Context: an optimization exercise on an open-source flow, tuned for small area, a short achievable clock period and few clock cycles per item. The choices shown serve that exercise and are no tape-out recipe.
No run shown here included a check of the RTL's function; only the layout flow was run.

==> design.v <==
module subbytes_pipe #(
    parameter int NUM_BYTES = 16,
    parameter int LANE_W    = 8
) (
    input  logic                   clk_i,
    input  logic                   rst_ni,
    input  logic                   in_valid_i,
    output logic                   in_ready_o,
    input  logic [8*NUM_BYTES-1:0] in_data_i,
    input  logic                   inv_i,
    output logic                   out_valid_o,
    input  logic                   out_ready_i,
    output logic [8*NUM_BYTES-1:0] out_data_o,
    output logic                   busy_o
);
    if (LANE_W != 8) begin : g_bad_lane_w
        $error("subbytes_pipe: LANE_W must be 8");
    end
    if (NUM_BYTES < 1 || NUM_BYTES > 16) begin : g_bad_num_bytes
        $error("subbytes_pipe: NUM_BYTES must be in 1..16");
    end
    localparam int NB = NUM_BYTES;
    logic            adv;         
    logic            acc;         
    logic            inc;         
    logic            o_free;      
    logic            sp_valid;    
    logic [8*NB-1:0] sp_data;
    logic [8*NB-1:0] res;         
    logic            sp_valid_d;
    logic            o_valid_d;
    logic            v1;
    logic            inv1;
    logic [8*NB-1:0] b1_d, b1_q;
    logic            v2;
    logic            inv2;
    logic [12*NB-1:0] b2_d, b2_q;
    logic            busy_q;
    logic            stall_q;     
    assign in_ready_o = !stall_q;
    assign acc        = in_valid_i && adv;
    assign inc        = adv && v2;
    assign o_free     = !out_valid_o || out_ready_i;
    assign busy_o     = busy_q;
    for (genvar k = 0; k < NB; k++) begin : g_lane
        sb_x_td u_x_td (.a(b1_q[8*k +: 8]), .inv(inv1), .b(b2_d[12*k +: 12]));
        sb_td_y u_td_y (.a(b2_q[12*k +: 12]), .inv(inv2), .b(res[8*k +: 8]));
    end
    assign b1_d = in_data_i;
    assign o_valid_d  = o_free ? (sp_valid || inc) : 1'b1;
    assign sp_valid_d = o_free ? (sp_valid && inc) : (sp_valid || inc);
    always_ff @(posedge clk_i or negedge rst_ni) begin
        if (!rst_ni) begin
            adv         <= 1'b1;
            stall_q     <= 1'b0;
            busy_q      <= 1'b0;
            sp_valid    <= 1'b0;
            out_valid_o <= 1'b0;
            v1          <= 1'b0;
            v2          <= 1'b0;
        end else begin
            adv         <= !sp_valid_d;
            stall_q     <= sp_valid_d;
            sp_valid    <= sp_valid_d;
            out_valid_o <= o_valid_d;
            busy_q      <= o_valid_d || sp_valid_d || (adv ? (acc || v1) : (v1 || v2));
            if (adv) begin
                v1 <= acc;
                v2 <= v1;
            end
        end
    end
    always_ff @(posedge clk_i) begin
        if (adv) begin
            b1_q <= b1_d;
            inv1 <= inv_i;
            b2_q <= b2_d;
            inv2 <= inv1;
        end
        if (!sp_valid) sp_data <= res;
        if (o_free) out_data_o <= sp_valid ? sp_data : res;
    end
endmodule
module gf16_inv_forms (
    input  logic [3:0] d,
    output logic [8:0] f
);
    always_comb begin
        case (d)
            4'd0: f = 9'h000;
            4'd1: f = 9'h0cc;
            4'd2: f = 9'h1a8;
            4'd3: f = 9'h164;
            4'd4: f = 9'h0c3;
            4'd5: f = 9'h03a;
            4'd6: f = 9'h1a7;
            4'd7: f = 9'h0f6;
            4'd8: f = 9'h192;
            4'd9: f = 9'h19d;
            4'd10: f = 9'h035;
            4'd11: f = 9'h15e;
            4'd12: f = 9'h151;
            4'd13: f = 9'h0f9;
            4'd14: f = 9'h16b;
            4'd15: f = 9'h00f;
            default: f = 9'h000;
        endcase
    end
endmodule
module sb_x_td (
    input  logic [7:0]  a,
    input  logic        inv,
    output logic [11:0] b
);
    logic n0;
    g_xor2 u1 (.a(a[0]), .b(a[6]), .y(n0));
    logic n1;
    g_xnor2 u3 (.a(a[5]), .b(n0), .y(n1));
    logic n2;
    g_xor2 u5 (.a(a[1]), .b(a[3]), .y(n2));
    logic n3;
    g_xnor2 u7 (.a(a[4]), .b(a[7]), .y(n3));
    logic n4;
    g_xor2 u9 (.a(a[1]), .b(n1), .y(n4));
    logic n5;
    g_xor2 u11 (.a(a[2]), .b(a[7]), .y(n5));
    logic n6;
    g_xor2 u13 (.a(n0), .b(n2), .y(n6));
    logic n7;
    g_xor2 u15 (.a(a[7]), .b(n1), .y(n7));
    logic n8;
    g_xor2 u17 (.a(a[4]), .b(n1), .y(n8));
    logic n9;
    g_xor2 u19 (.a(n4), .b(n5), .y(n9));
    logic n10;
    g_xnor2 u21 (.a(a[2]), .b(n6), .y(n10));
    logic n11;
    g_xor2 u23 (.a(a[0]), .b(n2), .y(n11));
    logic n12;
    g_xor2 u25 (.a(n3), .b(n11), .y(n12));
    logic n13;
    g_xor2 u27 (.a(a[4]), .b(a[6]), .y(n13));
    logic n14;
    g_xor2 u29 (.a(a[1]), .b(a[4]), .y(n14));
    logic n15;
    g_xor2 u31 (.a(n0), .b(n14), .y(n15));
    logic n16;
    g_xor2 u33 (.a(a[4]), .b(n4), .y(n16));
    logic n17;
    g_xor2 u35 (.a(a[0]), .b(a[3]), .y(n17));
    logic n18;
    g_xor2 u37 (.a(a[4]), .b(n17), .y(n18));
    logic n19;
    g_xor2 u39 (.a(a[5]), .b(n5), .y(n19));
    logic n20;
    g_xnor2 u41 (.a(a[6]), .b(n3), .y(n20));
    logic n21;
    g_mux2i u43 (.s(inv), .a0(n7), .a1(n6), .y(n21));
    logic n22;
    g_mux2i u45 (.s(inv), .a0(n4), .a1(n13), .y(n22));
    logic n23;
    g_mux2i u47 (.s(inv), .a0(n8), .a1(n15), .y(n23));
    logic n24;
    g_mux2i u49 (.s(inv), .a0(n9), .a1(n3), .y(n24));
    logic n25;
    g_mux2i u51 (.s(inv), .a0(n10), .a1(n16), .y(n25));
    logic n26;
    g_mux2i u53 (.s(inv), .a0(n1), .a1(n18), .y(n26));
    logic n27;
    logic n28;
    g_inv u56 (.a(a[0]), .y(n28));
    g_mux2i u57 (.s(inv), .a0(n28), .a1(n19), .y(n27));
    logic n29;
    g_mux2i u59 (.s(inv), .a0(n12), .a1(n20), .y(n29));
    logic n30;
    g_xor2 u61 (.a(n21), .b(n22), .y(n30));
    logic n31;
    g_xor2 u63 (.a(n23), .b(n24), .y(n31));
    logic n32;
    g_xor2 u65 (.a(n21), .b(n23), .y(n32));
    logic n33;
    g_xor2 u67 (.a(n22), .b(n24), .y(n33));
    logic n34;
    g_xor2 u69 (.a(n30), .b(n31), .y(n34));
    logic n35;
    g_xor2 u71 (.a(n27), .b(n29), .y(n35));
    logic n36;
    g_xor2 u73 (.a(n25), .b(n26), .y(n36));
    logic n37;
    g_xor2 u75 (.a(n25), .b(n27), .y(n37));
    logic n38;
    g_xor2 u77 (.a(n26), .b(n29), .y(n38));
    logic n39;
    g_xor2 u79 (.a(n35), .b(n36), .y(n39));
    logic n40;
    g_nand2 u81 (.a(n21), .b(n25), .y(n40));
    logic n41;
    g_nand2 u83 (.a(n22), .b(n26), .y(n41));
    logic n42;
    g_nand2 u85 (.a(n23), .b(n27), .y(n42));
    logic n43;
    g_nand2 u87 (.a(n24), .b(n29), .y(n43));
    logic n44;
    g_nand2 u89 (.a(n30), .b(n36), .y(n44));
    logic n45;
    g_nand2 u91 (.a(n31), .b(n35), .y(n45));
    logic n46;
    g_nand2 u93 (.a(n32), .b(n37), .y(n46));
    logic n47;
    g_nand2 u95 (.a(n33), .b(n38), .y(n47));
    logic n48;
    g_nand2 u97 (.a(n34), .b(n39), .y(n48));
    logic n49;
    g_xor2 u99 (.a(n21), .b(n25), .y(n49));
    logic n50;
    g_xnor2 u101 (.a(n46), .b(n49), .y(n50));
    logic n51;
    g_xor2 u103 (.a(n22), .b(n26), .y(n51));
    logic n52;
    g_xnor2 u105 (.a(n44), .b(n50), .y(n52));
    logic n53;
    g_xor2 u107 (.a(n40), .b(n47), .y(n53));
    logic n54;
    g_xor2 u109 (.a(n52), .b(n53), .y(n54));
    logic n55;
    g_xnor2 u111 (.a(n41), .b(n51), .y(n55));
    logic n56;
    g_xnor2 u113 (.a(n48), .b(n55), .y(n56));
    logic n57;
    g_xor2 u115 (.a(n52), .b(n56), .y(n57));
    logic n58;
    g_xnor2 u117 (.a(n29), .b(n42), .y(n58));
    logic n59;
    g_xor2 u119 (.a(n24), .b(n51), .y(n59));
    logic n60;
    g_xor2 u121 (.a(n58), .b(n59), .y(n60));
    logic n61;
    g_xor2 u123 (.a(n45), .b(n46), .y(n61));
    logic n62;
    g_xnor2 u125 (.a(n47), .b(n60), .y(n62));
    logic n63;
    g_xor2 u127 (.a(n61), .b(n62), .y(n63));
    logic n64;
    g_xor2 u129 (.a(n23), .b(n27), .y(n64));
    logic n65;
    g_xnor2 u131 (.a(n43), .b(n64), .y(n65));
    logic n66;
    g_xnor2 u133 (.a(n45), .b(n65), .y(n66));
    logic n67;
    g_xnor2 u135 (.a(n48), .b(n50), .y(n67));
    logic n68;
    g_xor2 u137 (.a(n66), .b(n67), .y(n68));
    assign b[0] = n21;
    assign b[1] = n22;
    assign b[2] = n23;
    assign b[3] = n24;
    assign b[4] = n25;
    assign b[5] = n26;
    assign b[6] = n27;
    assign b[7] = n29;
    assign b[8] = n54;
    assign b[9] = n57;
    assign b[10] = n63;
    assign b[11] = n68;
endmodule
module sb_td_y (
    input  logic [11:0] a,
    input  logic        inv,
    output logic [7:0]  b
);
    logic [8:0] ef;
    gf16_inv_forms u_einv (.d(a[11:8]), .f(ef));
    logic n0;
    g_xor2 u1 (.a(a[0]), .b(a[1]), .y(n0));
    logic n1;
    g_xor2 u3 (.a(a[2]), .b(a[3]), .y(n1));
    logic n2;
    g_xor2 u5 (.a(a[0]), .b(a[2]), .y(n2));
    logic n3;
    g_xor2 u7 (.a(a[1]), .b(a[3]), .y(n3));
    logic n4;
    g_xor2 u9 (.a(n0), .b(n1), .y(n4));
    logic n5;
    g_xor2 u11 (.a(a[6]), .b(a[7]), .y(n5));
    logic n6;
    g_xor2 u13 (.a(a[4]), .b(a[5]), .y(n6));
    logic n7;
    g_xor2 u15 (.a(a[4]), .b(a[6]), .y(n7));
    logic n8;
    g_xor2 u17 (.a(a[5]), .b(a[7]), .y(n8));
    logic n9;
    g_xor2 u19 (.a(n5), .b(n6), .y(n9));
    logic n10;
    g_nand2 u21 (.a(a[0]), .b(ef[0]), .y(n10));
    logic n11;
    g_nand2 u23 (.a(a[1]), .b(ef[1]), .y(n11));
    logic n12;
    g_nand2 u25 (.a(a[2]), .b(ef[2]), .y(n12));
    logic n13;
    g_nand2 u27 (.a(a[3]), .b(ef[3]), .y(n13));
    logic n14;
    g_nand2 u29 (.a(n0), .b(ef[4]), .y(n14));
    logic n15;
    g_nand2 u31 (.a(n1), .b(ef[5]), .y(n15));
    logic n16;
    g_nand2 u33 (.a(n2), .b(ef[6]), .y(n16));
    logic n17;
    g_nand2 u35 (.a(n3), .b(ef[7]), .y(n17));
    logic n18;
    g_nand2 u37 (.a(n4), .b(ef[8]), .y(n18));
    logic n19;
    g_nand2 u39 (.a(a[4]), .b(ef[0]), .y(n19));
    logic n20;
    g_nand2 u41 (.a(a[5]), .b(ef[1]), .y(n20));
    logic n21;
    g_nand2 u43 (.a(a[6]), .b(ef[2]), .y(n21));
    logic n22;
    g_nand2 u45 (.a(a[7]), .b(ef[3]), .y(n22));
    logic n23;
    g_nand2 u47 (.a(n6), .b(ef[4]), .y(n23));
    logic n24;
    g_nand2 u49 (.a(n5), .b(ef[5]), .y(n24));
    logic n25;
    g_nand2 u51 (.a(n7), .b(ef[6]), .y(n25));
    logic n26;
    g_nand2 u53 (.a(n8), .b(ef[7]), .y(n26));
    logic n27;
    g_nand2 u55 (.a(n9), .b(ef[8]), .y(n27));
    logic n28;
    g_xor2 u57 (.a(n23), .b(n25), .y(n28));
    logic n29;
    g_xor2 u59 (.a(n24), .b(n25), .y(n29));
    logic n30;
    g_xor2 u61 (.a(n14), .b(n16), .y(n30));
    logic n31;
    g_xor2 u63 (.a(n15), .b(n16), .y(n31));
    logic n32;
    g_xor2 u65 (.a(n19), .b(n26), .y(n32));
    logic n33;
    g_xor2 u67 (.a(n28), .b(n32), .y(n33));
    logic n34;
    g_xor2 u69 (.a(n20), .b(n27), .y(n34));
    logic n35;
    g_xor2 u71 (.a(n28), .b(n34), .y(n35));
    logic n36;
    g_xor2 u73 (.a(n21), .b(n26), .y(n36));
    logic n37;
    g_xor2 u75 (.a(n29), .b(n36), .y(n37));
    logic n38;
    g_xor2 u77 (.a(n22), .b(n27), .y(n38));
    logic n39;
    g_xor2 u79 (.a(n29), .b(n38), .y(n39));
    logic n40;
    g_xor2 u81 (.a(n10), .b(n17), .y(n40));
    logic n41;
    g_xor2 u83 (.a(n30), .b(n40), .y(n41));
    logic n42;
    g_xor2 u85 (.a(n11), .b(n18), .y(n42));
    logic n43;
    g_xor2 u87 (.a(n30), .b(n42), .y(n43));
    logic n44;
    g_xor2 u89 (.a(n12), .b(n17), .y(n44));
    logic n45;
    g_xnor2 u91 (.a(n31), .b(n44), .y(n45));
    logic n46;
    g_xor2 u93 (.a(n13), .b(n18), .y(n46));
    logic n47;
    g_xor2 u95 (.a(n31), .b(n46), .y(n47));
    logic n48;
    g_xnor2 u97 (.a(n35), .b(n47), .y(n48));
    logic n49;
    g_xnor2 u99 (.a(n33), .b(n43), .y(n49));
    logic n50;
    g_xnor2 u101 (.a(n37), .b(n48), .y(n50));
    logic n51;
    g_xor2 u103 (.a(n41), .b(n50), .y(n51));
    logic n52;
    g_xnor2 u105 (.a(n35), .b(n49), .y(n52));
    logic n53;
    g_xor2 u107 (.a(n45), .b(n51), .y(n53));
    logic n54;
    g_xnor2 u109 (.a(n37), .b(n49), .y(n54));
    logic n55;
    g_xor2 u111 (.a(n33), .b(n39), .y(n55));
    logic n56;
    g_xnor2 u113 (.a(n50), .b(n55), .y(n56));
    logic n57;
    g_xor2 u115 (.a(n39), .b(n48), .y(n57));
    logic n58;
    g_xor2 u117 (.a(n37), .b(n41), .y(n58));
    logic n59;
    g_xor2 u119 (.a(n39), .b(n47), .y(n59));
    logic n60;
    g_xnor2 u121 (.a(n35), .b(n43), .y(n60));
    logic n61;
    g_xnor2 u123 (.a(n39), .b(n52), .y(n61));
    logic n62;
    g_xor2 u125 (.a(n45), .b(n49), .y(n62));
    logic n63;
    g_xnor2 u127 (.a(n50), .b(n62), .y(n63));
    logic n64;
    g_xnor2 u129 (.a(n37), .b(n43), .y(n64));
    logic n65;
    g_xor2 u131 (.a(n39), .b(n53), .y(n65));
    logic n66;
    g_xor2 u133 (.a(n39), .b(n43), .y(n66));
    logic n67;
    g_xnor2 u135 (.a(n51), .b(n66), .y(n67));
    logic n68;
    g_mux2i u137 (.s(inv), .a0(n54), .a1(n45), .y(n68));
    logic n69;
    g_mux2i u139 (.s(inv), .a0(n52), .a1(n60), .y(n69));
    logic n70;
    g_mux2i u141 (.s(inv), .a0(n53), .a1(n61), .y(n70));
    logic n71;
    g_mux2i u143 (.s(inv), .a0(n56), .a1(n63), .y(n71));
    logic n72;
    g_mux2i u145 (.s(inv), .a0(n57), .a1(n64), .y(n72));
    logic n73;
    g_mux2i u147 (.s(inv), .a0(n58), .a1(n65), .y(n73));
    logic n74;
    g_mux2i u149 (.s(inv), .a0(n59), .a1(n67), .y(n74));
    logic n75;
    g_mux2i u151 (.s(inv), .a0(n48), .a1(n49), .y(n75));
    assign b[0] = n68;
    assign b[1] = n69;
    assign b[2] = n70;
    assign b[3] = n71;
    assign b[4] = n72;
    assign b[5] = n73;
    assign b[6] = n74;
    assign b[7] = n75;
endmodule
module g_xor2 (input logic a, input logic b, output logic y);
    assign y = a ^ b;
endmodule
module g_xnor2 (input logic a, input logic b, output logic y);
    assign y = ~(a ^ b);
endmodule
module g_nand2 (input logic a, input logic b, output logic y);
    assign y = ~(a & b);
endmodule
module g_nor2 (input logic a, input logic b, output logic y);
    assign y = ~(a | b);
endmodule
module g_mux2i (input logic s, input logic a0, input logic a1, output logic y);
    assign y = ~(s ? a1 : a0);
endmodule
module g_inv (input logic a, output logic y);
    assign y = ~a;
endmodule
==> flow/run.sh <==
#!/bin/bash
# Own layout flow: the standard flow (standard.sh) with two changes that
# only affect how the layout is built:
#  - port buffers use buf_4 instead of the default small delay-buffer cell
#  - repair_timing aims for extra setup slack (SETUP_SLACK_MARGIN), so gates on
#    the critical paths get sized up although the 13 ns clock is met anyway
# Each tool's output goes to standard.log (and ORFS's own per-step logs).
export BUFFER_PORTS_ARGS="-buffer_cell sky130_fd_sc_hd__buf_4"
bash standard.sh finish SETUP_SLACK_MARGIN=${MARGIN:-9} > standard.log 2>&1
==> standard.sh <==
#!/bin/bash
# synth_recipe.tcl (not shown) runs the flow's synth.tcl, then flattens the netlist and writes it again
# the make line also repeats each setting of config.mk as NAME=value (left out here)
make -C /OpenROAD-flow-scripts/flow DESIGN_CONFIG=/design/flow/config.mk WORK_HOME=/design/flow/orfs CLKGATE_MAP_FILE= SYNTH_SCRIPT=/design/flow/synth_recipe.tcl "${@:-finish}"
==> config.mk <==
export PLATFORM = sky130hd
export DESIGN_NAME = subbytes_pipe
export DESIGN_NICKNAME = subbytes_pipe
export VERILOG_FILES = /design/flow/design.v
export SDC_FILE = /design/flow/constraint.sdc
export NUM_CORES = 4
export LEC_CHECK = 0
export CAP_MARGIN = 20
export CORE_MARGIN = 2
export CORE_UTILIZATION = 45
export PLACE_DENSITY = 0.6
export SLEW_MARGIN = 20
export SYNTH_HIERARCHICAL = 1
export SYNTH_MINIMUM_KEEP_SIZE = 0
==> constraint.sdc <==
create_clock -name core_clock -period 13.0 [get_ports {clk_i}]
set_input_delay 2.6000 -clock core_clock [delete_from_list [all_inputs] [get_ports {clk_i}]]
set_output_delay 2.6000 -clock core_clock [all_outputs]
set_load 0.01 [all_outputs]
==> results.cfg, run 1 <==
[clocking]
worstSkewPairLatency_ns = 0.63
hold_buffers = 0
clockBufferDepth = 3
cts.sinks = 584
htreeDepth = 3
cts_tree = built
root_buffer = clkbuf_16
clk_pin_slew_worst_paths_ns = 0.06
cts_made_buffers = 70

[worst_setup_path]
crit_chain = inv_6, buf_6
path_max_fanout = 2
r2r_cells = 14
startpoint_type = flip-flop
rrSetupSlack_ns = 9.23
endpoint_kind = output port
worstReg2RegStart = b2_q[20]
critPathMaxStageDelay_ns = 0.52
cp.required_ns = 10.40
r2r_end = out_data_o[13]
crit_arrival_ns = 1.34
path_class = flip-flop to output port
cp_slowest_cell = dfrtp_4

[synthesis]
avgSynthCellArea_um2 = 11.37
syn_area_um2 = 43860
syn_nets = 4103
syn_inst = 3858
synth-seq-area-share_pct = 37.00
yosys_warnings = 8
yosysUniqueCellTypes = 27
ys_seq_elements = 584

[cells_and_area]
final_common_cell = xor2_1
regArea_um2 = 16240
final_cell_mix = xor2_1, edfxtp_1, nand2_1, xnor2_1, buf_4
nNetsFinal = 4138
multiInputGateArea_um2 = 25430
diodes = 0
nFillCells = 8756
drive_above_1_share_pct = 20.32
final_cell_area_um2 = 48910
area_growth_pct = 11.51

[worst_hold_path]
hp-start = sp_data[90]
hold_class = flip-flop to flip-flop
worst_hold_path.endpoint = sp_data[90]
holdPathStages = 1

[floorplan]
initial_utilization_pct = 45.36
num_rows = 114
core_um2 = 96710
dieArea_um2 = 99990
io_pins = 264
die_x_um = 316.2
die_y_um = 316.2

[grt]
grt_pass1_vias = 24910
grt-ovfl-total = 0
grt_pass1_wl_um = 130300
track_usage_pct = 16.17
antenna_found_initial = 2
grt_max_degree = 168

[sta]
period_needed_ns = 3.944
final-setup-viol-count = 0
timing_hold_violations_final = 0
fin_skew_ns = 0.01856
rsz0062_at_grt = no
final_max_slew_viol_count = 0
period_share_pct = 30.33
tightestPinTransition_ns = 1.039
timing.slew.headroom_pct = 30.76
tns_ns = 0
fmax_mhz = 253.6

[placement]
io_buffers = 263
dpl_cell_area_um2 = 45030
place_congestion = 0.7985
dpl.hpwl_um = 59480

[status]
run_status = timing/DRC/antenna clean

[run]
drv_cap = 0

[drt]
wl_per_cell_um = 15.55
via_count = 24440
viasPerCell = 4.676
dr.pass1.iters = 5
drt_iter0_drc = 927
wl_um = 81260
drc = 0
drtAntennaViolNets = 0
[cell usage after synthesis]
| cell | number | area, um2 |
|---|---|---|
| ha_1 | 112 | 1401 |
| buf_2 | 18 | 90.09 |
| inv_1 | 129 | 484.2 |
| dfxtp_1 | 128 | 2562 |
| o22a_1 | 16 | 140.1 |
| mux2_2 | 130 | 1464 |
| a21oi_1 | 48 | 240.2 |
| mux4_1 | 48 | 1261 |
| nand3_1 | 2 | 10.01 |
| mux4_2 | 48 | 1081 |
| dfstp_2 | 1 | 26.28 |
| nand2_1 | 449 | 1685 |
| mux2i_1 | 256 | 2562 |
| and2_1 | 1 | 6.260 |
| a211oi_1 | 1 | 7.510 |
| xnor2_1 | 400 | 3503 |
| edfxtp_1 | 450 | 13510 |
| maj3_1 | 1 | 10.01 |
| inv_6 | 16 | 140.1 |
| maj3_2 | 1 | 11.26 |
| dfrtp_1 | 5 | 125.1 |
| a31oi_1 | 16 | 100.1 |
| xor2_1 | 1216 | 10650 |
| nor2b_1 | 17 | 106.4 |
| buf_4 | 331 | 2485 |
| inv_2 | 1 | 3.750 |
| buf_6 | 17 | 191.4 |
[worst max-delay path, delay by kind of cell (launching register included)]
| family | cells | cell delay (ns) |
|---|---|---|
| buffers and inverters | 2 | 0.20 |
| flip-flops | 1 | 0.52 |
[per-stage QoR]
| step | util, % | setup slack [ns] | instances | hold slack, ns |
|---|---|---|---|---|
| after floorplan | - | 6.553 | 3858 | 0.4460 |
| after global placement | 46.56 | 7.635 | 5041 | 0.4523 |
| after detailed placement | 46.56 | 7.590 | 5041 | 0.4568 |
| after CTS | 49.85 | 9.006 | 5209 | 0.4725 |
| after global routing | 50.58 | 8.984 | 5227 | 0.4821 |
| final | 50.58 | 9.056 | 5227 | 0.4683 |
[cells by family after synthesis]
logic type | Yosys count | share of synthesized area [%]
compound gates | 81 | 1.113
fa+ha+maj | 114 | 3.243
buf+inv | 512 | 7.739
flops | 584 | 37.00
simple gates | 469 | 4.122
mux | 482 | 14.52
xor+xnor | 1616 | 32.27
[per-module statistics from Yosys, one instance, submodules excluded, excerpt]
module	flip-flops and latches	times used	cell area, um2	cells inside
g_inv	0	16	3.754	1
subbytes_pipe	584	1	17860	738
g_xor2	0	1216	8.758	1
g_mux2i	0	256	10.01	1
g_xnor2	0	400	8.758	1
sb_td_y	0	16	60.06	8
gf16_inv_forms	0	16	325.3	30
[worst max path at each step]
stage,cells after the start,slack [ns],end,from
after global placement,6,7.64,adv,out_ready_i
after CTS,2,9.01,in_ready_o,sp_valid
after detailed placement,6,7.59,adv,out_ready_i
after global routing,12,8.98,out_data_o[122],b2_q[188]
after floorplan,7,6.55,b2_q[106],inv1
final,2,9.06,in_ready_o,sp_valid
[state kept, by name, indices dropped and copies added, names as in the netlist]
name / count
adv: 1
b1_q: 128
b2_q: 192
busy_q: 1
inv1: 1
inv2: 1
out_data_o: 128
out_valid_o: 1
sp_data: 128
sp_valid: 1
v1: 1
v2: 1
[area by class of cell]
type	instances	area share, %
tap	1276	3.264
inverter	146	1.302
multi-input combinational	2762	51.99
clock buffer	91	3.996
clock inverter	39	1.143
timing repair inverter	1	0.01023
timing repair buffer	328	5.101
sequential	584	33.19
[metal layers]
metal | vias up | share of wire [%] | global-route usage (%)
li1 | 12520 | - | -
met1 | 11560 | 45 | 20.72
met2 | 269 | 49 | 27.81
met3 | 89 | 3.8 | 3.329
met4 | 0 | 2.1 | 4.181
met5 | - | 0 | 0
[what timing repair did]
item	4_1_cts	5_1_grt
gates cloned	1	0
buffers inserted	37	18
gates resized for setup	54	77
endpoints found under the setup margin	173	41
pin swaps	2	24
==> run 2: changes to the inputs <==
==> run.sh (new file) <==
#!/bin/bash
# synth_recipe.tcl (not shown) runs the flow's synth.tcl, then flattens the netlist and writes it again
# the make line also repeats each setting of config.mk as NAME=value (left out here)
make -C /OpenROAD-flow-scripts/flow DESIGN_CONFIG=/design/flow/config.mk WORK_HOME=/design/flow/orfs CLKGATE_MAP_FILE= SYNTH_SCRIPT=/design/flow/synth_recipe.tcl finish
removed: flow/run.sh
removed: standard.sh
==> run 2 against run 1 <==
Effect of this change:
- still clean
- die area unchanged
- cell count decreased by 0.96%
- core utilization decreased by 0.96 points
- sequential share of layout area increased by 0.64 points
- flip-flop and latch count unchanged
- synthesized area unchanged
- first-iteration DRC count decreased by 3.0%
- setup slack got worse by 0.83 ns
==> results.cfg, run 2 <==
[clocking]
clk_pin_slew_worst_paths_ns = 0.06
cts_made_buffers = 71
htreeDepth = 3
hold_buffers = 0
root_buffer = clkbuf_16
cts_resized = 0
worstSkewPairLatency_ns = 0.63
postCtsSetupRepairBufs = 0
cts.sinks = 584
cts_tree = built
clockBufferDepth = 3

[run]
drv_cap = 0

[placement]
dpl.hpwl_um = 59600
io_buffers = 263
place_congestion = 0.8237
post-place-cells = 5044

[drt]
dr.pass1.iters = 5
wl_per_cell_um = 15.25
top_layer_used = met4
drt_iter0_drc = 899
viasPerCell = 4.649
wl_met3_um = 2999
wl_um = 78950
routed-wl-met2_um = 37270
drc = 0
via_count = 24070
drtAntennaViolNets = 0
wl_met1_um = 37400

[synthesis]
async_flop_share_pct = 1.027
yosysUniqueCellTypes = 27
yosysMostFrequentCell = xor2_1
synth_edf_count = 450
synth-seq-area-share_pct = 37.00
syn_nets = 4103
synth_common_cells = xor2_1, edfxtp_1, nand2_1
avgSynthCellArea_um2 = 11.37
synth_top_cell_by_area = edfxtp_1
synth.area.top_cells = edfxtp_1, xor2_1, xnor2_1, dfxtp_1, mux2i_1
syn_area_um2 = 43860
yosys_warnings = 8
ys.flop_type = edfxtp_1
ys_seq_elements = 584
yosysTopAreaCellShare_pct = 30.81
syn_inst = 3858

[worst_setup_path]
endpoint_kind = output port
path_max_fanout = 47
path_class = flip-flop to output port
cp-startpoint = sp_valid
critPathCapture = in_ready_o
rrSetupSlack_ns = 8.62
worstReg2RegStart = b2_q[189]
startpoint_type = flip-flop
r2r_cells = 14
r2r_end = out_data_o[125]
crit_arrival_ns = 2.17
cp.required_ns = 10.40

[grt]
grt-ovfl-total = 0
track_usage_pct = 15.94
grt_pass1_wl_um = 128700
grt_pass1_vias = 24350
antenna_found_initial = 3
grt_max_degree = 89

[cells_and_area]
area_growth_pct = 9.394
final_common_cell = xor2_1
nNetsFinal = 4087
drive_above_1_share_pct = 8.564
fin_util_pct = 49.62
largest_reg_flops = 192
instances_no_fill = 5177
largest_register = b2_q
final_cell_mix = xor2_1, edfxtp_1, nand2_1, xnor2_1, clkdlybuf4s50_1

[sta]
final-setup-viol-count = 0
rsz0062_at_grt = no
timing_hold_violations_final = 0
period_needed_ns = 4.771
period_share_pct = 36.70
tightestPinTransition_ns = 0.9883
final_max_slew_viol_count = 0
fin_skew_ns = 0.02604
tns_ns = 0
fmax_mhz = 209.6
timing.slew.headroom_pct = 34.11

[status]
run_status = timing/DRC/antenna clean

[floorplan]
io_pins = 264
dieArea_um2 = 99990
initial_utilization_pct = 45.36
die_x_um = 316.2
num_rows = 114
die_y_um = 316.2
core_um2 = 96710

[worst_hold_path]
hold_class = flip-flop to flip-flop
==> run 2: through the flow <==
stage	hold WS, ns	instance area, um2	setup slack [ns]
finish	0.4677	47980	8.229
global route	0.4836	47980	8.072
CTS	0.4710	47960	8.112
detailed placement	0.4563	45450	7.692
global placement	0.4512	45450	7.724
floorplan	0.4460	43860	6.521
==> run 2: cell type report <==
class                           count  area, um2
Multi-Input combinational cell   2762      24240
Antenna cell                        1      2.502
Inverter                          146      633.1
Sequential cell                   584      16230
Clock buffer                       92       2074
Fill cell                        8860      48730
Tap cell                         1276       1597
Timing Repair Buffer              277       2763
Clock inverter                     39      437.9
==> run 2: modules after synthesis, one instance, submodules excluded <==
module / cells / cell area (um2) / times used / flops+latches
sb_td_y: 8 / 60.06 / 16 / 0
subbytes_pipe: 738 / 17860 / 1 / 584
g_xnor2: 1 / 8.758 / 400 / 0
g_inv: 1 / 3.754 / 16 / 0
g_nand2: 1 / 3.754 / 432 / 0
sb_x_td: 12 / 90.09 / 16 / 0
g_mux2i: 1 / 10.01 / 256 / 0
g_xor2: 1 / 8.758 / 1216 / 0
gf16_inv_forms: 30 / 325.3 / 16 / 0
==> run 2: how the worst min path moves through the flow <==
stage / slack, ns / startpoint / to / cells past startpoint
2_1_floorplan: 0.45 / sp_data[0] / sp_data[0] / 1
3_3_place_gp: 0.45 / sp_data[41] / sp_data[41] / 1
3_5_place_dp: 0.46 / sp_data[62] / sp_data[62] / 1
4_1_cts: 0.47 / sp_data[107] / sp_data[107] / 1
5_1_grt: 0.48 / sp_data[105] / sp_data[105] / 1
6_report: 0.47 / sp_data[45] / sp_data[45] / 1
==> run 2: kinds of logic after synthesis <==
group / Yosys count / synth area share, %
AND/OR/NAND/NOR: 469 / 4.122
buffers and inverters: 512 / 7.739
flip-flops: 584 / 37.00
XOR/XNOR: 1616 / 32.27
AO/OA/AOI/OAI: 81 / 1.113
adder cells (fa/ha/maj): 114 / 3.243
multiplexers: 482 / 14.52
==> run 2: metal layers <==
metal	global-route usage [%]	vias to the layer above
met5	0	-
li1	-	12500
met3	2.995	79
met1	21.49	11220
met4	4.245	0
met2	26.32	274
==> run 2: critical path, cell delays in order (launching register included) <==
cell	delay (ns)
dfrtp_4	0.88
inv_2	0.13
clkdlybuf4s50_1	0.53
==> run 3: changes to the inputs <==
--- a/design.v
+++ b/design.v
@@ -83,5 +83,5 @@
 endmodule
-module gf16_inv_forms (
+module gf16_inv (
     input  logic [3:0] d,
-    output logic [8:0] f
+    output logic [3:0] e
 );
@@ -89,19 +89,19 @@
         case (d)
-            4'd0: f = 9'h000;
-            4'd1: f = 9'h0cc;
-            4'd2: f = 9'h1a8;
-            4'd3: f = 9'h164;
-            4'd4: f = 9'h0c3;
-            4'd5: f = 9'h03a;
-            4'd6: f = 9'h1a7;
-            4'd7: f = 9'h0f6;
-            4'd8: f = 9'h192;
-            4'd9: f = 9'h19d;
-            4'd10: f = 9'h035;
-            4'd11: f = 9'h15e;
-            4'd12: f = 9'h151;
-            4'd13: f = 9'h0f9;
-            4'd14: f = 9'h16b;
-            4'd15: f = 9'h00f;
-            default: f = 9'h000;
+            4'd0: e = 4'd0;
+            4'd1: e = 4'd12;
+            4'd2: e = 4'd8;
+            4'd3: e = 4'd4;
+            4'd4: e = 4'd3;
+            4'd5: e = 4'd10;
+            4'd6: e = 4'd7;
+            4'd7: e = 4'd6;
+            4'd8: e = 4'd2;
+            4'd9: e = 4'd13;
+            4'd10: e = 4'd5;
+            4'd11: e = 4'd14;
+            4'd12: e = 4'd1;
+            4'd13: e = 4'd9;
+            4'd14: e = 4'd11;
+            4'd15: e = 4'd15;
+            default: e = 4'd0;
         endcase
@@ -270,4 +270,4 @@
 );
-    logic [8:0] ef;
-    gf16_inv_forms u_einv (.d(a[11:8]), .f(ef));
+    logic [3:0] e;
+    gf16_inv u_einv (.d(a[11:8]), .e(e));
     logic n0;
@@ -293,141 +293,151 @@
     logic n10;
-    g_nand2 u21 (.a(a[0]), .b(ef[0]), .y(n10));
+    g_xor2 u21 (.a(e[0]), .b(e[1]), .y(n10));
     logic n11;
-    g_nand2 u23 (.a(a[1]), .b(ef[1]), .y(n11));
+    g_xor2 u23 (.a(e[2]), .b(e[3]), .y(n11));
     logic n12;
-    g_nand2 u25 (.a(a[2]), .b(ef[2]), .y(n12));
+    g_xor2 u25 (.a(e[0]), .b(e[2]), .y(n12));
     logic n13;
-    g_nand2 u27 (.a(a[3]), .b(ef[3]), .y(n13));
+    g_xor2 u27 (.a(e[1]), .b(e[3]), .y(n13));
     logic n14;
-    g_nand2 u29 (.a(n0), .b(ef[4]), .y(n14));
+    g_xor2 u29 (.a(n10), .b(n11), .y(n14));
     logic n15;
-    g_nand2 u31 (.a(n1), .b(ef[5]), .y(n15));
+    g_nand2 u31 (.a(a[0]), .b(e[0]), .y(n15));
     logic n16;
-    g_nand2 u33 (.a(n2), .b(ef[6]), .y(n16));
+    g_nand2 u33 (.a(a[1]), .b(e[1]), .y(n16));
     logic n17;
-    g_nand2 u35 (.a(n3), .b(ef[7]), .y(n17));
+    g_nand2 u35 (.a(a[2]), .b(e[2]), .y(n17));
     logic n18;
-    g_nand2 u37 (.a(n4), .b(ef[8]), .y(n18));
+    g_nand2 u37 (.a(a[3]), .b(e[3]), .y(n18));
     logic n19;
-    g_nand2 u39 (.a(a[4]), .b(ef[0]), .y(n19));
+    g_nand2 u39 (.a(n0), .b(n10), .y(n19));
     logic n20;
-    g_nand2 u41 (.a(a[5]), .b(ef[1]), .y(n20));
+    g_nand2 u41 (.a(n1), .b(n11), .y(n20));
     logic n21;
-    g_nand2 u43 (.a(a[6]), .b(ef[2]), .y(n21));
+    g_nand2 u43 (.a(n2), .b(n12), .y(n21));
     logic n22;
-    g_nand2 u45 (.a(a[7]), .b(ef[3]), .y(n22));
+    g_nand2 u45 (.a(n3), .b(n13), .y(n22));
     logic n23;
-    g_nand2 u47 (.a(n6), .b(ef[4]), .y(n23));
+    g_nand2 u47 (.a(n4), .b(n14), .y(n23));
     logic n24;
-    g_nand2 u49 (.a(n5), .b(ef[5]), .y(n24));
+    g_nand2 u49 (.a(a[4]), .b(e[0]), .y(n24));
     logic n25;
-    g_nand2 u51 (.a(n7), .b(ef[6]), .y(n25));
+    g_nand2 u51 (.a(a[5]), .b(e[1]), .y(n25));
     logic n26;
-    g_nand2 u53 (.a(n8), .b(ef[7]), .y(n26));
+    g_nand2 u53 (.a(a[6]), .b(e[2]), .y(n26));
     logic n27;
-    g_nand2 u55 (.a(n9), .b(ef[8]), .y(n27));
+    g_nand2 u55 (.a(a[7]), .b(e[3]), .y(n27));
     logic n28;
-    g_xor2 u57 (.a(n23), .b(n25), .y(n28));
+    g_nand2 u57 (.a(n6), .b(n10), .y(n28));
     logic n29;
-    g_xor2 u59 (.a(n24), .b(n25), .y(n29));
+    g_nand2 u59 (.a(n5), .b(n11), .y(n29));
     logic n30;
-    g_xor2 u61 (.a(n14), .b(n16), .y(n30));
+    g_nand2 u61 (.a(n7), .b(n12), .y(n30));
     logic n31;
-    g_xor2 u63 (.a(n15), .b(n16), .y(n31));
+    g_nand2 u63 (.a(n8), .b(n13), .y(n31));
     logic n32;
-    g_xor2 u65 (.a(n19), .b(n26), .y(n32));
+    g_nand2 u65 (.a(n9), .b(n14), .y(n32));
     logic n33;
-    g_xor2 u67 (.a(n28), .b(n32), .y(n33));
+    g_xor2 u67 (.a(n28), .b(n30), .y(n33));
     logic n34;
-    g_xor2 u69 (.a(n20), .b(n27), .y(n34));
+    g_xor2 u69 (.a(n29), .b(n30), .y(n34));
     logic n35;
-    g_xor2 u71 (.a(n28), .b(n34), .y(n35));
+    g_xor2 u71 (.a(n19), .b(n21), .y(n35));
     logic n36;
-    g_xor2 u73 (.a(n21), .b(n26), .y(n36));
+    g_xor2 u73 (.a(n20), .b(n21), .y(n36));
     logic n37;
-    g_xor2 u75 (.a(n29), .b(n36), .y(n37));
+    g_xor2 u75 (.a(n24), .b(n31), .y(n37));
     logic n38;
-    g_xor2 u77 (.a(n22), .b(n27), .y(n38));
+    g_xor2 u77 (.a(n33), .b(n37), .y(n38));
     logic n39;
-    g_xor2 u79 (.a(n29), .b(n38), .y(n39));
+    g_xor2 u79 (.a(n25), .b(n32), .y(n39));
     logic n40;
-    g_xor2 u81 (.a(n10), .b(n17), .y(n40));
+    g_xor2 u81 (.a(n33), .b(n39), .y(n40));
     logic n41;
-    g_xor2 u83 (.a(n30), .b(n40), .y(n41));
+    g_xor2 u83 (.a(n26), .b(n31), .y(n41));
     logic n42;
-    g_xor2 u85 (.a(n11), .b(n18), .y(n42));
+    g_xor2 u85 (.a(n34), .b(n41), .y(n42));
     logic n43;
-    g_xor2 u87 (.a(n30), .b(n42), .y(n43));
+    g_xor2 u87 (.a(n27), .b(n32), .y(n43));
     logic n44;
-    g_xor2 u89 (.a(n12), .b(n17), .y(n44));
+    g_xor2 u89 (.a(n34), .b(n43), .y(n44));
     logic n45;
-    g_xnor2 u91 (.a(n31), .b(n44), .y(n45));
+    g_xor2 u91 (.a(n15), .b(n22), .y(n45));
     logic n46;
-    g_xor2 u93 (.a(n13), .b(n18), .y(n46));
+    g_xor2 u93 (.a(n35), .b(n45), .y(n46));
     logic n47;
-    g_xor2 u95 (.a(n31), .b(n46), .y(n47));
+    g_xor2 u95 (.a(n16), .b(n23), .y(n47));
     logic n48;
-    g_xnor2 u97 (.a(n35), .b(n47), .y(n48));
+    g_xor2 u97 (.a(n35), .b(n47), .y(n48));
     logic n49;
-    g_xnor2 u99 (.a(n33), .b(n43), .y(n49));
+    g_xor2 u99 (.a(n17), .b(n22), .y(n49));
     logic n50;
-    g_xnor2 u101 (.a(n37), .b(n48), .y(n50));
+    g_xnor2 u101 (.a(n36), .b(n49), .y(n50));
     logic n51;
-    g_xor2 u103 (.a(n41), .b(n50), .y(n51));
+    g_xor2 u103 (.a(n18), .b(n23), .y(n51));
     logic n52;
-    g_xnor2 u105 (.a(n35), .b(n49), .y(n52));
+    g_xor2 u105 (.a(n36), .b(n51), .y(n52));
     logic n53;
-    g_xor2 u107 (.a(n45), .b(n51), .y(n53));
+    g_xnor2 u107 (.a(n40), .b(n52), .y(n53));
     logic n54;
-    g_xnor2 u109 (.a(n37), .b(n49), .y(n54));
+    g_xnor2 u109 (.a(n38), .b(n48), .y(n54));
     logic n55;
-    g_xor2 u111 (.a(n33), .b(n39), .y(n55));
+    g_xnor2 u111 (.a(n42), .b(n53), .y(n55));
     logic n56;
-    g_xnor2 u113 (.a(n50), .b(n55), .y(n56));
+    g_xor2 u113 (.a(n46), .b(n55), .y(n56));
     logic n57;
-    g_xor2 u115 (.a(n39), .b(n48), .y(n57));
+    g_xnor2 u115 (.a(n40), .b(n54), .y(n57));
     logic n58;
-    g_xor2 u117 (.a(n37), .b(n41), .y(n58));
+    g_xor2 u117 (.a(n50), .b(n56), .y(n58));
     logic n59;
-    g_xor2 u119 (.a(n39), .b(n47), .y(n59));
+    g_xnor2 u119 (.a(n42), .b(n54), .y(n59));
     logic n60;
-    g_xnor2 u121 (.a(n35), .b(n43), .y(n60));
+    g_xor2 u121 (.a(n38), .b(n44), .y(n60));
     logic n61;
-    g_xnor2 u123 (.a(n39), .b(n52), .y(n61));
+    g_xnor2 u123 (.a(n55), .b(n60), .y(n61));
     logic n62;
-    g_xor2 u125 (.a(n45), .b(n49), .y(n62));
+    g_xor2 u125 (.a(n44), .b(n53), .y(n62));
     logic n63;
-    g_xnor2 u127 (.a(n50), .b(n62), .y(n63));
+    g_xor2 u127 (.a(n42), .b(n46), .y(n63));
     logic n64;
-    g_xnor2 u129 (.a(n37), .b(n43), .y(n64));
+    g_xor2 u129 (.a(n44), .b(n52), .y(n64));
     logic n65;
-    g_xor2 u131 (.a(n39), .b(n53), .y(n65));
+    g_xnor2 u131 (.a(n40), .b(n48), .y(n65));
     logic n66;
-    g_xor2 u133 (.a(n39), .b(n43), .y(n66));
+    g_xnor2 u133 (.a(n44), .b(n57), .y(n66));
     logic n67;
-    g_xnor2 u135 (.a(n51), .b(n66), .y(n67));
+    g_xor2 u135 (.a(n50), .b(n54), .y(n67));
     logic n68;
-    g_mux2i u137 (.s(inv), .a0(n54), .a1(n45), .y(n68));
+    g_xnor2 u137 (.a(n55), .b(n67), .y(n68));
     logic n69;
-    g_mux2i u139 (.s(inv), .a0(n52), .a1(n60), .y(n69));
+    g_xnor2 u139 (.a(n42), .b(n48), .y(n69));
     logic n70;
-    g_mux2i u141 (.s(inv), .a0(n53), .a1(n61), .y(n70));
+    g_xor2 u141 (.a(n44), .b(n58), .y(n70));
     logic n71;
-    g_mux2i u143 (.s(inv), .a0(n56), .a1(n63), .y(n71));
+    g_xor2 u143 (.a(n44), .b(n48), .y(n71));
     logic n72;
-    g_mux2i u145 (.s(inv), .a0(n57), .a1(n64), .y(n72));
+    g_xnor2 u145 (.a(n56), .b(n71), .y(n72));
     logic n73;
-    g_mux2i u147 (.s(inv), .a0(n58), .a1(n65), .y(n73));
+    g_mux2i u147 (.s(inv), .a0(n59), .a1(n50), .y(n73));
     logic n74;
-    g_mux2i u149 (.s(inv), .a0(n59), .a1(n67), .y(n74));
+    g_mux2i u149 (.s(inv), .a0(n57), .a1(n65), .y(n74));
     logic n75;
-    g_mux2i u151 (.s(inv), .a0(n48), .a1(n49), .y(n75));
-    assign b[0] = n68;
-    assign b[1] = n69;
-    assign b[2] = n70;
-    assign b[3] = n71;
-    assign b[4] = n72;
-    assign b[5] = n73;
-    assign b[6] = n74;
-    assign b[7] = n75;
+    g_mux2i u151 (.s(inv), .a0(n58), .a1(n66), .y(n75));
+    logic n76;
+    g_mux2i u153 (.s(inv), .a0(n61), .a1(n68), .y(n76));
+    logic n77;
+    g_mux2i u155 (.s(inv), .a0(n62), .a1(n69), .y(n77));
+    logic n78;
+    g_mux2i u157 (.s(inv), .a0(n63), .a1(n70), .y(n78));
+    logic n79;
+    g_mux2i u159 (.s(inv), .a0(n64), .a1(n72), .y(n79));
+    logic n80;
+    g_mux2i u161 (.s(inv), .a0(n53), .a1(n54), .y(n80));
+    assign b[0] = n73;
+    assign b[1] = n74;
+    assign b[2] = n75;
+    assign b[3] = n76;
+    assign b[4] = n77;
+    assign b[5] = n78;
+    assign b[6] = n79;
+    assign b[7] = n80;
 endmodule
==> flow/run.sh (new file) <==
#!/bin/bash
# Own layout flow: the standard flow (standard.sh) with two changes that
# only affect how the layout is built:
#  - port buffers use buf_4 instead of the default small delay-buffer cell
#  - repair_timing aims for extra setup slack (SETUP_SLACK_MARGIN), so gates on
#    the critical paths get sized up although the 13 ns clock is met anyway
# Each tool's output goes to standard.log (and ORFS's own per-step logs).
export BUFFER_PORTS_ARGS="-buffer_cell sky130_fd_sc_hd__buf_4"
bash standard.sh finish SETUP_SLACK_MARGIN=${MARGIN:-9} > standard.log 2>&1
==> standard.sh (new file) <==
#!/bin/bash
# synth_recipe.tcl (not shown) runs the flow's synth.tcl, then flattens the netlist and writes it again
# the make line also repeats each setting of config.mk as NAME=value (left out here)
make -C /OpenROAD-flow-scripts/flow DESIGN_CONFIG=/design/flow/config.mk WORK_HOME=/design/flow/orfs CLKGATE_MAP_FILE= SYNTH_SCRIPT=/design/flow/synth_recipe.tcl "${@:-finish}"
removed: run.sh
==> run 3 against run 2 <==
Effect of this change:
- clock-buffer cell count decreased by 1
- hold slack improved by 0.00066 ns
- critical path depth increased by 14
- clock skew decreased by 0.00055 ns
- non-clock buffer count increased by 228
- largest cell class unchanged
- highest routed layer is now met5
==> results.cfg, run 3 <==
[drt]
wl_per_cell_um = 14.82
wl_um = 76660
viasPerCell = 4.601
via_count = 23790
drt_iter0_drc = 1000
dr.pass1.iters = 6
drc = 0
drtAntennaViolNets = 0

[synthesis]
synth.area.top_cells = edfxtp_1, xor2_1, xnor2_1, dfxtp_1, mux2i_1
yosysMostFrequentCell = xor2_1
ys_seq_elements = 584
synth_edf_count = 450
synth_common_cells = xor2_1, edfxtp_1, nand2_1
syn_nets = 3863
avgSynthCellArea_um2 = 11.28
yosysUniqueCellTypes = 24
syn_area_um2 = 41520
ys.flop_type = edfxtp_1
synth_top_cell_by_area = edfxtp_1
async_flop_share_pct = 1.027
synth-seq-area-share_pct = 39.08
yosysTopAreaCellShare_pct = 32.55
syn_inst = 3682
yosys_warnings = 8

[sta]
worst_hold_slack_ns = 0.4683
fmax_mhz = 245.6
rsz0062_at_grt = yes
timing.slew.headroom_pct = 31.80
fin_skew_ns = 0.02549
final_max_slew_viol_count = 0
period_share_pct = 31.32
tns_ns = 0
period_needed_ns = 4.071
final-setup-viol-count = 0
tightestPinTransition_ns = 1.023
timing_hold_violations_final = 0

[cells_and_area]
area_growth_pct = 17.42
diodes = 0
nFillCells = 8018
final_common_cell = xor2_1
largest_register = b2_q
fin_util_pct = 53.27
nNetsFinal = 4108
largest_reg_flops = 192
drive_above_1_share_pct = 26.65
final_cell_mix = xor2_1, buf_4, edfxtp_1, nand2_1, xnor2_1
instances_no_fill = 5171

[worst_setup_path]
path_common_cell = xor2_2
path_max_fanout = 5
cp_slowest_cell = mux4_2
cp.required_ns = 13.35
crit_family = XOR/XNOR gates
path_class = flip-flop to flip-flop
startpoint_type = flip-flop
crit_arrival_ns = 4.43
crit_chain = buf_6, ha_4, mux4_2, xor2_4, xor2_2, nand2_2, xor2_2, xor2_1, buf_4, xnor2_4, xnor2_4, xor2_2, xor2_2, xor2_1, mux2i_1, mux2_4
endpoint_kind = flip-flop
critPathMaxStageDelay_ns = 0.56
crit_buf_inv = 2

[floorplan]
dieArea_um2 = 94710
num_rows = 111
die_x_um = 307.8
initial_utilization_pct = 45.36
core_um2 = 91520
io_pins = 264
die_y_um = 307.8

[placement]
io_buffers = 263
dpl.hpwl_um = 54270
post-place-cells = 4811
place_congestion = 0.8019

[clocking]
clk_pin_slew_worst_paths_ns = 0.06
root_buffer = clkbuf_16
htreeDepth = 3
cts_made_buffers = 71
cts.sinks = 584
clockBufferDepth = 3
worstSkewPairLatency_ns = 0.63
cts_tree = built

[grt]
track_usage_pct = 15.75
grt_pass1_vias = 23740
grt_pass1_wl_um = 121100
grt-ovfl-total = 0
antenna_found_initial = 3
grt_max_degree = 78

[worst_hold_path]
hold_class = flip-flop to flip-flop

[run]
drv_cap = 0

[status]
run_status = timing/DRC/antenna clean
## run 3: metal layers
layer | share of wire, % | wire length (um) | GRT usage (%)
met2 | 48 | 36750 | 26.33
met3 | 3.8 | 2885 | 3.207
met5 | 0.035 | 27 | 0
met4 | 2.2 | 1708 | 4.254
met1 | 46 | 35280 | 20.71
## run 3: logic make-up (layout without fill, tap and decap cells)
family	Yosys count	count (layout)	synth area share, %
buffers and inverters	416	719	6.777
xor gates and xnor gates	1696	1696	35.78
adders and majority gates	50	50	1.498
DFF	584	584	39.08
AOI/OAI and AO/OA	49	49	0.7895
muxes	418	418	11.72
and+or+nand+nor	469	469	4.355
## run 3: cell type report
class	count	area, um2	area share (%)
well taps	1186	1484	3.044
multi-input cells	2682	24390	50.03
repair buffers	505	3902	8.004
flip-flops and latches	584	16230	33.30
repair inverters	1	5.005	0.01027
inverters	82	314.1	0.6442
clock buffers	91	1964	4.029
clock inverters	40	457.9	0.9393
## run 3: what timing repair did
item	4_1_cts	5_1_grt
gates cloned	1	0
endpoints found under the setup margin	138	144
pin swaps	51	129
setup buffers	119	109
gates resized for setup	150	191
hold buffers	0	0
## run 3: final timing paths
check | endpoint | from | slack [ns] | depth (start not counted)
max in group asynchronous | adv | rst_ni | 11.03 | 1
hold reg to reg | sp_data[69] | sp_data[69] | 0.47 | 1
setup / recovery | out_data_o[69] | b2_q[104] | 8.93 | 16
min in group asynchronous | busy_q | rst_ni | 1.77 | 1
hold / removal | sp_data[69] | sp_data[69] | 0.47 | 1
setup reg to reg | out_data_o[69] | b2_q[104] | 8.93 | 16
## run 3: metrics by stage
| step | area, um2 | setup slack, ns |
|---|---|---|
| 6_report | 48750 | 8.929 |
| 3_3_place_gp | 42840 | 8.233 |
| 4_1_cts | 47020 | 8.884 |
| 5_1_grt | 48750 | 8.680 |
| 3_5_place_dp | 42840 | 8.266 |
| 2_1_floorplan | 41780 | 6.553 |
## run 3: modules after synthesis (local to each module, per instance)
module / flops+latches / cells inside / area [um2]
g_xnor2: 0 / 1 / 8.758
sb_td_y: 0 / 8 / 60.06
g_inv: 0 / 1 / 3.754
g_mux2i: 0 / 1 / 10.01
sb_x_td: 0 / 12 / 90.09
gf16_inv: 0 / 14 / 135.1
g_xor2: 0 / 1 / 8.758
subbytes_pipe: 584 / 738 / 17860
g_nand2: 0 / 1 / 3.754
==> run 4: changes to the inputs <==
--- a/flow/run.sh
+++ b/flow/run.sh
@@ -7,3 +7,3 @@
 # Each tool's output goes to standard.log (and ORFS's own per-step logs).
-export BUFFER_PORTS_ARGS="-buffer_cell sky130_fd_sc_hd__buf_4"
+export BUFFER_PORTS_ARGS="-buffer_cell sky130_fd_sc_hd__buf_2"
 bash standard.sh finish SETUP_SLACK_MARGIN=${MARGIN:-9} > standard.log 2>&1
==> run 4 against run 3 <==
Effect of this change:
- setup slack better by 0.029 ns
- cell count hardly changed
- largest cell class unchanged
- die area stayed put
- hold slack better by 0.00079 ns
- synthesized area stayed put
- first-iteration DRC count is 6.0% lower
- critical path depth stayed put
- global-route usage hardly changed
==> results.cfg, run 4 <==
[synthesis]
synth_edf_count = 450
async_flop_share_pct = 1.027
synth.area.top_cells = edfxtp_1, xor2_1, xnor2_1, dfxtp_1, mux2i_1
synth_top_cell_by_area = edfxtp_1
ys.flop_type = edfxtp_1
synth-seq-area-share_pct = 39.08
ys_seq_elements = 584
yosysMostFrequentCell = xor2_1
syn_area_um2 = 41520
yosys_warnings = 8
yosysUniqueCellTypes = 24
yosysTopAreaCellShare_pct = 32.55
syn_nets = 3863
avgSynthCellArea_um2 = 11.28
synth_common_cells = xor2_1, edfxtp_1, nand2_1
syn_inst = 3682

[clocking]
cts.sinks = 584
worstSkewPairLatency_ns = 0.62
clk_pin_slew_worst_paths_ns = 0.06
root_buffer = clkbuf_16
htreeDepth = 3
cts_made_buffers = 70
hold_buffers = 0
clockBufferDepth = 3
cts_tree = built

[cells_and_area]
final_cell_mix = xor2_1, edfxtp_1, nand2_1, xnor2_1, buf_2
final_common_cell = xor2_1
fin_util_pct = 52.57
largest_reg_flops = 192
largest_register = b2_q
area_growth_pct = 15.89
nFillCells = 8034
regArea_um2 = 16230
nNetsFinal = 4105
multiInputGateArea_um2 = 24450
diodes = 0
drive_above_1_share_pct = 26.91

[grt]
antenna_found_initial = 1
track_usage_pct = 15.74
grt_pass1_vias = 23990
grt_max_degree = 81
grt-ovfl-total = 0
grt_pass1_wl_um = 121000

[sta]
worst_slack_ns = 8.957
fmax_mhz = 247.3
worst_hold_slack_ns = 0.4691
final_max_slew_viol_count = 0
rsz0062_at_grt = yes
tightestPinTransition_ns = 1.012
final-setup-viol-count = 0
period_needed_ns = 4.043
timing_hold_violations_final = 0
period_share_pct = 31.10
timing.slew.headroom_pct = 32.54
fin_skew_ns = 0.01740
tns_ns = 0

[drt]
wl_um = 75680
wl_per_cell_um = 14.65
viasPerCell = 4.566
drt_iter0_drc = 940
via_count = 23590
dr.pass1.iters = 5
drc = 0
drtAntennaViolNets = 0

[worst_setup_path]
path_max_fanout = 4
path_class = flip-flop to flip-flop
startpoint_type = flip-flop
crit_arrival_ns = 4.42
cp.required_ns = 13.38
endpoint_kind = flip-flop

[floorplan]
core_um2 = 91520
dieArea_um2 = 94710
io_pins = 264
die_y_um = 307.8
num_rows = 111
die_x_um = 307.8
initial_utilization_pct = 45.36

[placement]
place_ws_ns = 7.950
io_buffers = 263
place_congestion = 0.8060
dpl.hpwl_um = 53830

[run]
drv_cap = 0

[worst_hold_path]
hold_class = flip-flop to flip-flop

[status]
run_status = timing/DRC/antenna clean
run 4: cell types whose count changed in the layout (fill, tap and decap cells not counted), moves of 5 or more:
cell,change
xor2_2,+8
mux2i_2,+7
xor2_1,-5
mux2i_1,-7
buf_4,-264
buf_2,+263
run 4: final timing paths:
kind	startpoint	end	slack, ns	depth (start not counted)
max in group asynchronous	rst_ni	adv	10.98	1
min reg2reg	sp_data[104]	sp_data[104]	0.47	1
min in group asynchronous	rst_ni	v1	1.80	1
max reg2reg	b2_q[188]	out_data_o[125]	8.96	16
max	b2_q[188]	out_data_o[125]	8.96	16
min	sp_data[104]	sp_data[104]	0.47	1
run 4: modules after synthesis (local to each module, per instance), excerpt:
module | copies in the design | area [um2] | cells | flip-flops and latches
g_inv | 16 | 3.754 | 1 | 0
g_mux2i | 256 | 10.01 | 1 | 0
g_nand2 | 432 | 3.754 | 1 | 0
g_xor2 | 1296 | 8.758 | 1 | 0
gf16_inv | 16 | 135.1 | 14 | 0
sb_x_td | 16 | 90.09 | 12 | 0
run 4: what timing repair did:
action                     CTS  global route
setup buffers              121           106
resized for setup          150           205
pin swaps                   46           117
setup endpoints to repair  199           201
run 4: final cells by class:
| cell class | instances | share of cell area (%) |
|---|---|---|
| Clock buffer | 88 | 4.038 |
| Clock inverter | 40 | 0.9725 |
| Inverter | 82 | 0.6475 |
| Multi-Input combinational cell | 2682 | 50.81 |
| Sequential cell | 584 | 33.74 |
| Tap cell | 1186 | 3.084 |
| Timing Repair Buffer | 504 | 6.709 |
run 4: cells by family (layout without fill, tap and decap cells):
logic type / count (synthesis) / after routing / share of synthesized area, %
xor+xnor: 1696 / 1696 / 35.78
fa+ha+maj: 50 / 50 / 1.498
buf+inv: 416 / 714 / 6.777
flops: 584 / 584 / 39.08
mux: 418 / 418 / 11.72
simple gates: 469 / 469 / 4.355
compound gates: 49 / 49 / 0.7895
run 4: worst max-delay path, stage by stage, from the launching register on:
cell and delay (ns):
edfxtp_1 0.46, buf_6 0.16, ha_4 0.14, mux4_2 0.54, xor2_2 0.24, xor2_1 0.26, nand2_1 0.12, xor2_1 0.16
xor2_1 0.16, buf_4 0.17, xnor2_4 0.13, xnor2_2 0.26, xor2_2 0.25, xor2_2 0.19, xor2_1 0.16, mux2i_1 0.10
mux2_4 0.29
run 4: metal layers:
metal  share of wire, %  up-vias  global-route usage (%)
li1                   -    12180                       -
met1                 46    11020                   20.49
met2                 48      291                   26.82
met3                3.6      100                   2.897
met4                2.1        0                   4.141
met5                  0        -                       0
run 4: metrics by stage:
step           instance area (um2)  std cells
2_1_floorplan                41780       3682
3_3_place_gp                 42180       4811
3_5_place_dp                 42180       4811
4_1_cts                      46370       5060
5_1_grt                      48120       5166
6_report                     48120       5166

afterwards: timing with drivers on the ports:
In the flow no input, the clock included, has a driving cell. The finished layouts below were timed again as built, in two steps.
Step 1: set_driving_cell puts a clkbuf_16 on clk_i and a buf_2 on each other input, an assumption about the parent block.
Step 2 adds t to the input delays and takes it off the output delays; t is the mean of the earliest and latest rising clock arrival at the registers after step 1. Input paths then give back, and output paths get back, about the clock's delay inside the block.
Three values: ideal, step 1, step 2; two values: the first two.
| run | shift t [ns] | setup slack, ns | worst hold slack (ns) |
|---|---|---|---|
| run 1 | 0.690 | 9.056 / 8.987 / 8.599 | 0.468 / 0.468 / 0.468 |
| run 2 | 0.688 | 8.229 / 8.163 / 7.786 | 0.468 / 0.468 / 0.468 |
| run 3 | 0.683 | 8.929 / 8.929 / 8.475 | 0.468 / 0.468 / 0.468 |
| run 4 | 0.680 | 8.957 / 8.957 / 8.483 | 0.469 / 0.469 / 0.469 |
After both steps setup and hold are still met in every run listed. The setup slack of run 4, which loses most, moves by 0.000 ns with the drivers and by -0.474 ns with both steps.
